This design comes from an exercise in tuning for small area, a short achievable clock period and few clock cycles per item on the open sky130 flow, not from production work. Only simulation tests tie the RTL to the original design; equivalence was not proved.

===== design/flow/run.sh =====
#!/bin/bash
# synth_recipe.tcl (not shown) runs the flow's synth.tcl, then flattens the netlist and writes it again
# the make line also repeats each setting of config.mk as NAME=value (left out here)
make -C /OpenROAD-flow-scripts/flow DESIGN_CONFIG=/design/flow/config.mk WORK_HOME=/design/flow/orfs CLKGATE_MAP_FILE= SYNTH_SCRIPT=/design/flow/synth_recipe.tcl finish

===== design/flow/config.mk =====
export PLATFORM = sky130hd
export DESIGN_NAME = mipsExecTop
export DESIGN_NICKNAME = mipsExecTop
export VERILOG_FILES = /design/flow/design.v
export SDC_FILE = /design/flow/constraint.sdc
export NUM_CORES = 4
export LEC_CHECK = 0
export CAP_MARGIN = 20
export CORE_MARGIN = 2
export CORE_UTILIZATION = 30
export PLACE_DENSITY = 0.45
export SETUP_SLACK_MARGIN = 0.5
export SLEW_MARGIN = 20

===== design/flow/constraint.sdc =====
create_clock -name core_clock -period 9.0 [get_ports {clk}]
set_input_delay 1.8000 -clock core_clock [delete_from_list [all_inputs] [get_ports {clk}]]
set_output_delay 1.8000 -clock core_clock [all_outputs]
set_load 0.01 [all_outputs]

===== design/flow/design.v =====
`default_nettype none
package mipsExecPkg;
	localparam int wordWidth = 32;
	localparam int regIdxWidth = 5;
	localparam int numRegs = 32;
	typedef logic [wordWidth-1:0] word_t;
	typedef logic [regIdxWidth-1:0] regIdx_t;
	localparam logic [5:0] opcodeSpecial = 6'b000000;
	localparam logic [5:0] opcodeAddiu = 6'b001001;
	localparam logic [5:0] opcodeOri = 6'b001101;
	localparam logic [5:0] opcodeLui = 6'b001111;
	localparam logic [5:0] functAdd = 6'b100000;
	localparam logic [5:0] functAddu = 6'b100001;
	localparam logic [5:0] functSub = 6'b100010;
	localparam logic [5:0] functSubu = 6'b100011;
	localparam logic [5:0] functAnd = 6'b100100;
	localparam logic [5:0] functOr = 6'b100101;
	localparam logic [5:0] functXor = 6'b100110;
	localparam logic [5:0] functNor = 6'b100111;
	localparam logic [5:0] functSlt = 6'b101010;
	localparam logic [5:0] functSltu = 6'b101011;
	localparam logic [5:0] functSll = 6'b000000;
	localparam logic [5:0] functSrl = 6'b000010;
	localparam logic [5:0] functSra = 6'b000011;
	localparam logic [5:0] functSllv = 6'b000100;
	localparam logic [5:0] functSrlv = 6'b000110;
	localparam logic [5:0] functSrav = 6'b000111;
endpackage
`default_nettype wire
`timescale 1ns/1ps
`default_nettype none
module instrDecoder (
	input mipsExecPkg::word_t instr,
	input mipsExecPkg::word_t rdDataA,
	input mipsExecPkg::word_t rdDataB,
	output mipsExecPkg::word_t x,
	output mipsExecPkg::word_t y,
	output logic cin,
	output logic [4:0] sa,
	output logic sraFill,
	output logic selArith,
	output logic selShr,
	output logic selShl,
	output logic selSlt,
	output logic selSltu,
	output logic ovfEn,
	output logic illegal,
	output logic wrOk,
	output mipsExecPkg::regIdx_t dest
);
	logic [5:0] opcode;
	logic [5:0] funct;
	logic [15:0] imm;
	logic isSpecial;
	logic fAdd, fAddu, fSub, fSubu, fAnd, fOr, fXor, fNor, fSlt, fSltu;
	logic fSll, fSrl, fSra, fSllv, fSrlv, fSrav;
	logic iAddiu, iOri, iLui;
	mipsExecPkg::word_t a;
	mipsExecPkg::word_t b;
	mipsExecPkg::word_t bRev;
	assign opcode = instr[31:26];
	assign funct = instr[5:0];
	assign imm = instr[15:0];
	assign a = rdDataA;
	assign b = rdDataB;
	assign isSpecial = opcode == mipsExecPkg::opcodeSpecial;
	assign fAdd = isSpecial && funct == mipsExecPkg::functAdd;
	assign fAddu = isSpecial && funct == mipsExecPkg::functAddu;
	assign fSub = isSpecial && funct == mipsExecPkg::functSub;
	assign fSubu = isSpecial && funct == mipsExecPkg::functSubu;
	assign fAnd = isSpecial && funct == mipsExecPkg::functAnd;
	assign fOr = isSpecial && funct == mipsExecPkg::functOr;
	assign fXor = isSpecial && funct == mipsExecPkg::functXor;
	assign fNor = isSpecial && funct == mipsExecPkg::functNor;
	assign fSlt = isSpecial && funct == mipsExecPkg::functSlt;
	assign fSltu = isSpecial && funct == mipsExecPkg::functSltu;
	assign fSll = isSpecial && funct == mipsExecPkg::functSll;
	assign fSrl = isSpecial && funct == mipsExecPkg::functSrl;
	assign fSra = isSpecial && funct == mipsExecPkg::functSra;
	assign fSllv = isSpecial && funct == mipsExecPkg::functSllv;
	assign fSrlv = isSpecial && funct == mipsExecPkg::functSrlv;
	assign fSrav = isSpecial && funct == mipsExecPkg::functSrav;
	assign iAddiu = opcode == mipsExecPkg::opcodeAddiu;
	assign iOri = opcode == mipsExecPkg::opcodeOri;
	assign iLui = opcode == mipsExecPkg::opcodeLui;
	logic isAdd;
	logic isSub;
	logic isShl;
	logic isShr;
	logic isLegal;
	assign isAdd = fAdd || fAddu || iAddiu;
	assign isSub = fSub || fSubu || fSlt || fSltu;
	assign isShl = fSll || fSllv;
	assign isShr = fSrl || fSra || fSrlv || fSrav;
	assign isLegal = isAdd || isSub || fAnd || fOr || fXor || fNor || isShl || isShr
		|| iOri || iLui;
	always_comb
	begin
		for (int k = 0; k < 32; k++)
		begin
			bRev[k] = b[31-k];
		end
	end
	always_comb
	begin
		x = '0;
		if (isAdd || isSub) x = a;
		if (fAnd) x = a & b;
		if (fOr) x = a | b;
		if (fXor) x = a ^ b;
		if (fNor) x = ~(a | b);
		if (iOri) x = a | {16'h0000, imm};
		if (iLui) x = {imm, 16'h0000};
		if (isShr) x = b;
		if (isShl) x = bRev;
	end
	always_comb
	begin
		y = '0;
		if (fAdd || fAddu) y = b;
		if (iAddiu) y = {{16{imm[15]}}, imm};
		if (isSub) y = ~b;
	end
	assign cin = isSub;
	assign sa = (fSllv || fSrlv || fSrav) ? a[4:0] : instr[10:6];
	assign sraFill = (fSra || fSrav) && b[31];
	assign selArith = isAdd || (isSub && !fSlt && !fSltu) || fAnd || fOr || fXor || fNor
		|| iOri || iLui;
	assign selShr = isShr;
	assign selShl = isShl;
	assign selSlt = fSlt;
	assign selSltu = fSltu;
	assign ovfEn = fAdd || fSub;
	assign illegal = !isLegal;
	assign dest = isSpecial ? instr[15:11] : instr[20:16];
	assign wrOk = isLegal && dest != '0;
endmodule
`default_nettype wire
`timescale 1ns/1ps
`default_nettype none
module regFile (
	input logic clk,
	input logic arstN,
	input mipsExecPkg::regIdx_t rdIdxA,
	input mipsExecPkg::regIdx_t rdIdxB,
	output mipsExecPkg::word_t rdDataA,
	output mipsExecPkg::word_t rdDataB,
	input logic wrEn,
	input mipsExecPkg::regIdx_t wrIdx,
	input mipsExecPkg::word_t wrData
);
	mipsExecPkg::word_t regs [0:mipsExecPkg::numRegs-1];
	logic [mipsExecPkg::numRegs-1:0] valid;
	assign regs[0] = '0;
	assign valid[0] = 1'b0;
	genvar i;
	generate
		for (i = 1; i < mipsExecPkg::numRegs; i++)
		begin : gReg
			always_ff @(posedge clk)
			begin
				if (wrEn && wrIdx == i)
				begin
					regs[i] <= wrData;
				end
			end
			always_ff @(posedge clk or negedge arstN)
			begin
				if (!arstN)
				begin
					valid[i] <= 1'b0;
				end
				else if (wrEn && wrIdx == i)
				begin
					valid[i] <= 1'b1;
				end
			end
		end
	endgenerate
	assign rdDataA = valid[rdIdxA] ? regs[rdIdxA] : '0;
	assign rdDataB = valid[rdIdxB] ? regs[rdIdxB] : '0;
endmodule
`default_nettype wire
`timescale 1ns/1ps
`default_nettype none
module mipsAlu (
	input mipsExecPkg::word_t x,
	input mipsExecPkg::word_t y,
	input logic cin,
	input logic [4:0] sa,
	input logic sraFill,
	input logic selArith,
	input logic selShr,
	input logic selShl,
	input logic selSlt,
	input logic selSltu,
	input logic ovfEn,
	output mipsExecPkg::word_t result,
	output logic overflow
);
	logic [31:0] g;
	logic [31:0] p;
	logic [32:0] c;
	logic [31:0] sum;
	logic slt;
	logic sltu;
	assign g = x & y;
	assign p = x ^ y;
	logic [31:0] gen [0:5];
	logic [31:0] prop [0:5];
	always_comb
	begin
		gen[0] = g;
		prop[0] = p;
		gen[0][0] = g[0] | (p[0] & cin);
		for (int k = 0; k < 5; k++)
		begin
			for (int i = 0; i < 32; i++)
			begin
				if (i >= (1 << k))
				begin
					gen[k+1][i] = gen[k][i] | (prop[k][i] & gen[k][i - (1 << k)]);
					prop[k+1][i] = prop[k][i] & prop[k][i - (1 << k)];
				end
				else
				begin
					gen[k+1][i] = gen[k][i];
					prop[k+1][i] = prop[k][i];
				end
			end
		end
	end
	assign c = {gen[5], cin};
	assign sum = p ^ c[31:0];
	assign slt = p[31] ? sum[31] : g[31];
	assign sltu = !c[32];
	assign overflow = ovfEn && !p[31] && (sum[31] ^ g[31]);
	logic [31:0] shr;
	logic [31:0] shrRev;
	assign shr = 32'($signed({sraFill, x}) >>> sa);
	always_comb
	begin
		for (int k = 0; k < 32; k++)
		begin
			shrRev[k] = shr[31-k];
		end
	end
	assign result = ({32{selArith}} & sum) | ({32{selShr}} & shr) | ({32{selShl}} & shrRev)
		| {31'd0, (selSlt && slt) || (selSltu && sltu)};
endmodule
`default_nettype wire
`timescale 1ns/1ps
`default_nettype none
module execControl (
	input logic clk,
	input logic arstN,
	input logic instrReq,
	output logic instrAck,
	output logic busy,
	input mipsExecPkg::word_t dX,
	input mipsExecPkg::word_t dY,
	input logic dCin,
	input logic [4:0] dSa,
	input logic dSraFill,
	input logic dSelArith,
	input logic dSelShr,
	input logic dSelShl,
	input logic dSelSlt,
	input logic dSelSltu,
	input logic dOvfEn,
	input logic dIllegal,
	input logic dWrOk,
	input mipsExecPkg::regIdx_t dDest,
	output mipsExecPkg::word_t x,
	output mipsExecPkg::word_t y,
	output logic cin,
	output logic [4:0] sa,
	output logic sraFill,
	output logic selArith,
	output logic selShr,
	output logic selShl,
	output logic selSlt,
	output logic selSltu,
	output logic ovfEn,
	output logic illegal,
	output logic wrOk,
	output mipsExecPkg::regIdx_t dest
);
	always_ff @(posedge clk or negedge arstN)
	begin
		if (!arstN)
		begin
			busy <= 1'b0;
		end
		else
		begin
			busy <= instrReq;
		end
	end
	assign instrAck = busy && instrReq;
	always_ff @(posedge clk)
	begin
		if (!busy)
		begin
			x <= dX;
			y <= dY;
			cin <= dCin;
			sa <= dSa;
			sraFill <= dSraFill;
			selArith <= dSelArith;
			selShr <= dSelShr;
			selShl <= dSelShl;
			selSlt <= dSelSlt;
			selSltu <= dSelSltu;
			ovfEn <= dOvfEn;
			illegal <= dIllegal;
			wrOk <= dWrOk;
			dest <= dDest;
		end
	end
endmodule
`default_nettype wire
`timescale 1ns/1ps
`default_nettype none
module mipsExecTop (
	input logic clk,
	input logic arstN,
	input logic instrReq,
	input mipsExecPkg::word_t instrIn,
	output logic instrAck,
	output mipsExecPkg::word_t resultOut,
	output logic resultOverflow,
	output logic resultIllegal
);
	mipsExecPkg::word_t rdDataA;
	mipsExecPkg::word_t rdDataB;
	logic busy;
	mipsExecPkg::word_t dX;
	mipsExecPkg::word_t dY;
	logic dCin;
	logic [4:0] dSa;
	logic dSraFill;
	logic dSelArith;
	logic dSelShr;
	logic dSelShl;
	logic dSelSlt;
	logic dSelSltu;
	logic dOvfEn;
	logic dIllegal;
	logic dWrOk;
	mipsExecPkg::regIdx_t dDest;
	mipsExecPkg::word_t x;
	mipsExecPkg::word_t y;
	logic cin;
	logic [4:0] sa;
	logic sraFill;
	logic selArith;
	logic selShr;
	logic selShl;
	logic selSlt;
	logic selSltu;
	logic ovfEn;
	logic illegal;
	logic wrOk;
	mipsExecPkg::regIdx_t dest;
	mipsExecPkg::word_t aluResult;
	logic aluOverflow;
	regFile regFileInst (
		.clk (clk),
		.arstN (arstN),
		.rdIdxA (instrIn[25:21]),
		.rdIdxB (instrIn[20:16]),
		.rdDataA (rdDataA),
		.rdDataB (rdDataB),
		.wrEn (busy && wrOk && !aluOverflow),
		.wrIdx (dest),
		.wrData (aluResult)
	);
	instrDecoder decoderInst (
		.instr (instrIn),
		.rdDataA (rdDataA),
		.rdDataB (rdDataB),
		.x (dX),
		.y (dY),
		.cin (dCin),
		.sa (dSa),
		.sraFill (dSraFill),
		.selArith (dSelArith),
		.selShr (dSelShr),
		.selShl (dSelShl),
		.selSlt (dSelSlt),
		.selSltu (dSelSltu),
		.ovfEn (dOvfEn),
		.illegal (dIllegal),
		.wrOk (dWrOk),
		.dest (dDest)
	);
	execControl controlInst (
		.clk (clk),
		.arstN (arstN),
		.instrReq (instrReq),
		.instrAck (instrAck),
		.busy (busy),
		.dX (dX),
		.dY (dY),
		.dCin (dCin),
		.dSa (dSa),
		.dSraFill (dSraFill),
		.dSelArith (dSelArith),
		.dSelShr (dSelShr),
		.dSelShl (dSelShl),
		.dSelSlt (dSelSlt),
		.dSelSltu (dSelSltu),
		.dOvfEn (dOvfEn),
		.dIllegal (dIllegal),
		.dWrOk (dWrOk),
		.dDest (dDest),
		.x (x),
		.y (y),
		.cin (cin),
		.sa (sa),
		.sraFill (sraFill),
		.selArith (selArith),
		.selShr (selShr),
		.selShl (selShl),
		.selSlt (selSlt),
		.selSltu (selSltu),
		.ovfEn (ovfEn),
		.illegal (illegal),
		.wrOk (wrOk),
		.dest (dest)
	);
	mipsAlu aluInst (
		.x (x),
		.y (y),
		.cin (cin),
		.sa (sa),
		.sraFill (sraFill),
		.selArith (selArith),
		.selShr (selShr),
		.selShl (selShl),
		.selSlt (selSlt),
		.selSltu (selSltu),
		.ovfEn (ovfEn),
		.result (aluResult),
		.overflow (aluOverflow)
	);
	assign resultOut = aluResult;
	assign resultOverflow = aluOverflow;
	assign resultIllegal = illegal;
endmodule
`default_nettype wire

==> summary.txt <==
[through the flow]
step / setup slack (ns) / utilization (%)
2_1_floorplan: 2.68 / -
3_3_place_gp: 1.48 / 32.9
3_5_place_dp: 1.45 / 32.9
4_1_cts: 1.43 / 35.1
5_1_grt: 1.25 / 35.2
6_report: 1.34 / 35.2
[layout by cell type, fill, tap and decap left out, types with 15 or more instances in the layout]
master / n
clkbuf_1: 15
a211oi_1: 24
and3_1: 52
inv_1: 97
nand2_1: 331
nor2_1: 158
clkinv_2: 27
o21ai_0: 83
and4_1: 23
nor2_4: 62
a22o_1: 49
buf_12: 24
bufinv_16: 19
edfxtp_1: 1076
mux4_2: 41
a21oi_1: 138
clkinv_1: 23
and2_2: 31
clkbuf_16: 118
nand4_1: 75
dfrtp_1: 32
ha_1: 95
nand3_1: 43
buf_4: 209
clkdlybuf4s50_1: 67
nand2b_1: 22
mux2_2: 27
o211ai_1: 18
nor3_1: 42
o22ai_1: 33
nor2b_1: 18
or2_2: 34
o21ai_1: 23
a31oi_1: 15
mux2i_1: 45
a222oi_1: 43
a221oi_1: 42
nor4_1: 40
a22oi_1: 893
[logic make-up after synthesis]
kind of cell,share of synthesized area (%)
AOI/OAI and AO/OA,20.3
muxes,3.17
buffers and inverters,3.25
DFF,61.8
adders and majority gates,2.33
and+or+nand+nor,8.78
xor gates and xnor gates,0.327
[sequential cells by signal, indices dropped and copies added (netlist names), 5 cells and up]
name	cells
controlInst.x	32
regFileInst.valid	31
controlInst.y	32
controlInst.sa	5
controlInst.dest	5
regFileInst.regs	992
[how the worst max path moves through the flow]
stage	slack (ns)	startpoint	endpoint
3_5_place_dp	1.45	instrIn[21]	controlInst.x[28]
2_1_floorplan	2.68	controlInst.x[14]	resultOut[29]
3_3_place_gp	1.48	instrIn[21]	controlInst.x[28]
5_1_grt	1.25	controlInst.x[15]	resultOut[31]
4_1_cts	1.43	controlInst.x[7]	resultOut[31]
6_report	1.34	controlInst.x[15]	resultOut[31]
[power by group]
part / internal, W / switching (W)
clock network: 0.00294 / 0.00221
logic: 0.000201 / 0.000485
registers: 0.00562 / 0.0000236
total: 0.00876 / 0.00272
[synthesized netlist by cell type (27+ instances only)]
library cell / n
a22o_1: 49
a22oi_1: 893
edfxtp_1: 1076
and2_1: 32
o21ai_0: 95
buf_2: 97
clkbuf_1: 189
nand4_1: 75
nor2_1: 221
mux2_2: 27
inv_1: 98
nor3_1: 44
mux4_2: 41
or2_2: 34
nor4_1: 40
a222oi_1: 43
nand3_1: 43
o22ai_1: 34
a21oi_1: 141
dfrtp_1: 32
mux2i_1: 45
a221oi_1: 42
and3_1: 52
nand2_1: 331
ha_1: 95
[cell type report]
| cell class | instances | area [sq um] |
|---|---|---|
| fillers | 17213 | 115000 |
| flip-flops and latches | 1108 | 33100 |
| multi-input cells | 2691 | 19400 |
| clock buffers | 133 | 3010 |
| well taps | 2355 | 2950 |
| repair buffers | 305 | 2780 |
| clock inverters | 83 | 970 |
| inverters | 101 | 380 |
| diodes | 7 | 17.5 |
[metal layers]
layer	up-vias	wire length, microns	track usage, %
met5	-	15	0
met4	2	22200	19.2
met3	1215	38300	9.11
met2	4456	125000	46.6
met1	23029	110000	40.8
li1	17315	-	-
==> flow_summary.toml <==
[outcome]
status = "no timing/DRC/antenna violations"

[floorplan]
die_area_sq_um = 182000
rows = 155
pin_count = 70
die_h_microns = 427
core_sq_um = 178000
start_util_pct = 30.1
die_x_microns = 427

[clock_network]
cts_resized = 0
cts_tree = "yes"
clock_latency_ns = 0.78
clkTransAtPathRegs_ns = 0.07
htreeDepth = 3
cts_setup_buffers = 0
clock_sinks = 1108
root_buffer = "clkbuf_16"
cts_buffer_depth = 3
cts_buffers = 116
postCtsHoldBufs = 0

[placement]
dpl_cell_area_sq_um = 58500
place.gp.congestion = 0.952
port_buffers = 69
dp_hpwl_mm = 181
dp.cells = 6556

[logic_synthesis]
ys_ff_latch = 1108
ys_types = 81
synth_top_area_cell = "edfxtp_1"
syn_inst = 4220
synth.top_cells.by_area = "edfxtp_1 60%, a22oi_1 13%, nand2_1 2.3%"
yosysWarnings = 7
synth.cell_area_sq_um = 53600
synth-async-reset-ratio_pct = 2.89
seq_area_frac_synth_pct = 61.8
syn_avg_cell_area_sq_um = 12.7
synth.top_cell.area_share_pct = 60.3
synth_flop_cell = "edfxtp_1"
syn_nets = 4353
synth_edf_count = 1076

[critical_path]
r2r_end = "regFileInst.regs[5][4]"
path_class = "reg2out"
cp-end-kind = "output port"
cp_max_fo = 7
startpoint_type = "register"
crit_family = "compound AO/OA/AOI/OAI gates"
crit_chain = "ha_1, nand4_1, nor2_1, nand4bb_1, a21oi_1, a21oi_1, o21ai_1, nand3_1, a32o_1, fa_1, nor2_1, a221o_1, clkdlybuf4s50_1"
crit_required_ns = 7.20
arrival_ns = 5.86
ff2ff_path_depth = 16
cp.buffers_inverters = 1
path_depth = 13
critPathSlowestCell = "clkdlybuf4s50_1"
critPathMaxStageDelay_ns = 0.75
rrSetupSlack_ns = 2.35
r2r_start = "controlInst.x[15]"

[grt]
antenna_found_initial = 13
grt_pass1_wl_mm = 390
grt-ovfl-total = 0
grt_use_total_pct = 31.6
grt_max_degree = 61
grt_pass1_vias = 42916

[timing]
fin_hold_ws_ns = 0.487
timing.final.crit_period_ns = 7.66
tightestPinTransition_ns = 1.25
min_period_over_period_pct = 85.2
slew_headroom_pct = 16.3
final_hold_viol_count = 0
rsz0062_at_grt = "no"
slew_violations = 0
fin_tns_setup_ns = 0
fmax_mhz = 130
setup_viol = 0
skew_ns = 0.0561

[worst_hold_path]
hold_class = "reg2reg"
hold_end = "regFileInst.valid[7]"
hold_start = "regFileInst.valid[7]"
hold_path_depth = 1

[detailed_routing]
routedWlPerCell_microns = 43.7
drt_first_pass_iters = 8
viasPerCell = 6.78
drtIter0Drc = 9946
route.detailed.drc = 0
vias = 46017
wl_mm = 296
postRouteAntennaNets = 0

[final_layout]
stdcell_count = 6783
syn2layout_area_growth_pct = 16.8
num-nets-final = 4456
drive_gt1_share_pct = 15.4
stdcell_area_sq_um = 62600

[pwr]
ir_worst_vdd_uv = 176
power_w = 0.0115
p_per_area_nw_per_um2 = 184
p_leak_nw = 21.6

[job]
max_cap_violations = 0
Testbench counts, summed over its fixed seeds: cycles 19,032, items 6,344.

-- port drivers added, routing unchanged --
In the flow no input, the clock included, has a driving cell. The finished layout below was timed again as built, in two steps. Step 1 sets driving cells, clkbuf_16 on the clock port and buf_2 on the other inputs (assumed; they add their load-dependent delay and slew). Step 2 also shifts input and output timing later by t, the mid clock arrival at the registers, as if the neighbouring blocks saw the same clock. a / b / c = ideal / step 1 / step 2; a / b = the first two.
shift t [ns]: 0.841
setup WS [ns]: 1.335 / 1.250 / 1.235
worst setup path at the end: input to register
clock arrival spread, ns: 0.063 / 0.063
After both steps setup and hold are still met in this run. For this run, drivers alone change the setup slack by -0.085 ns; drivers and shift together by -0.100 ns.
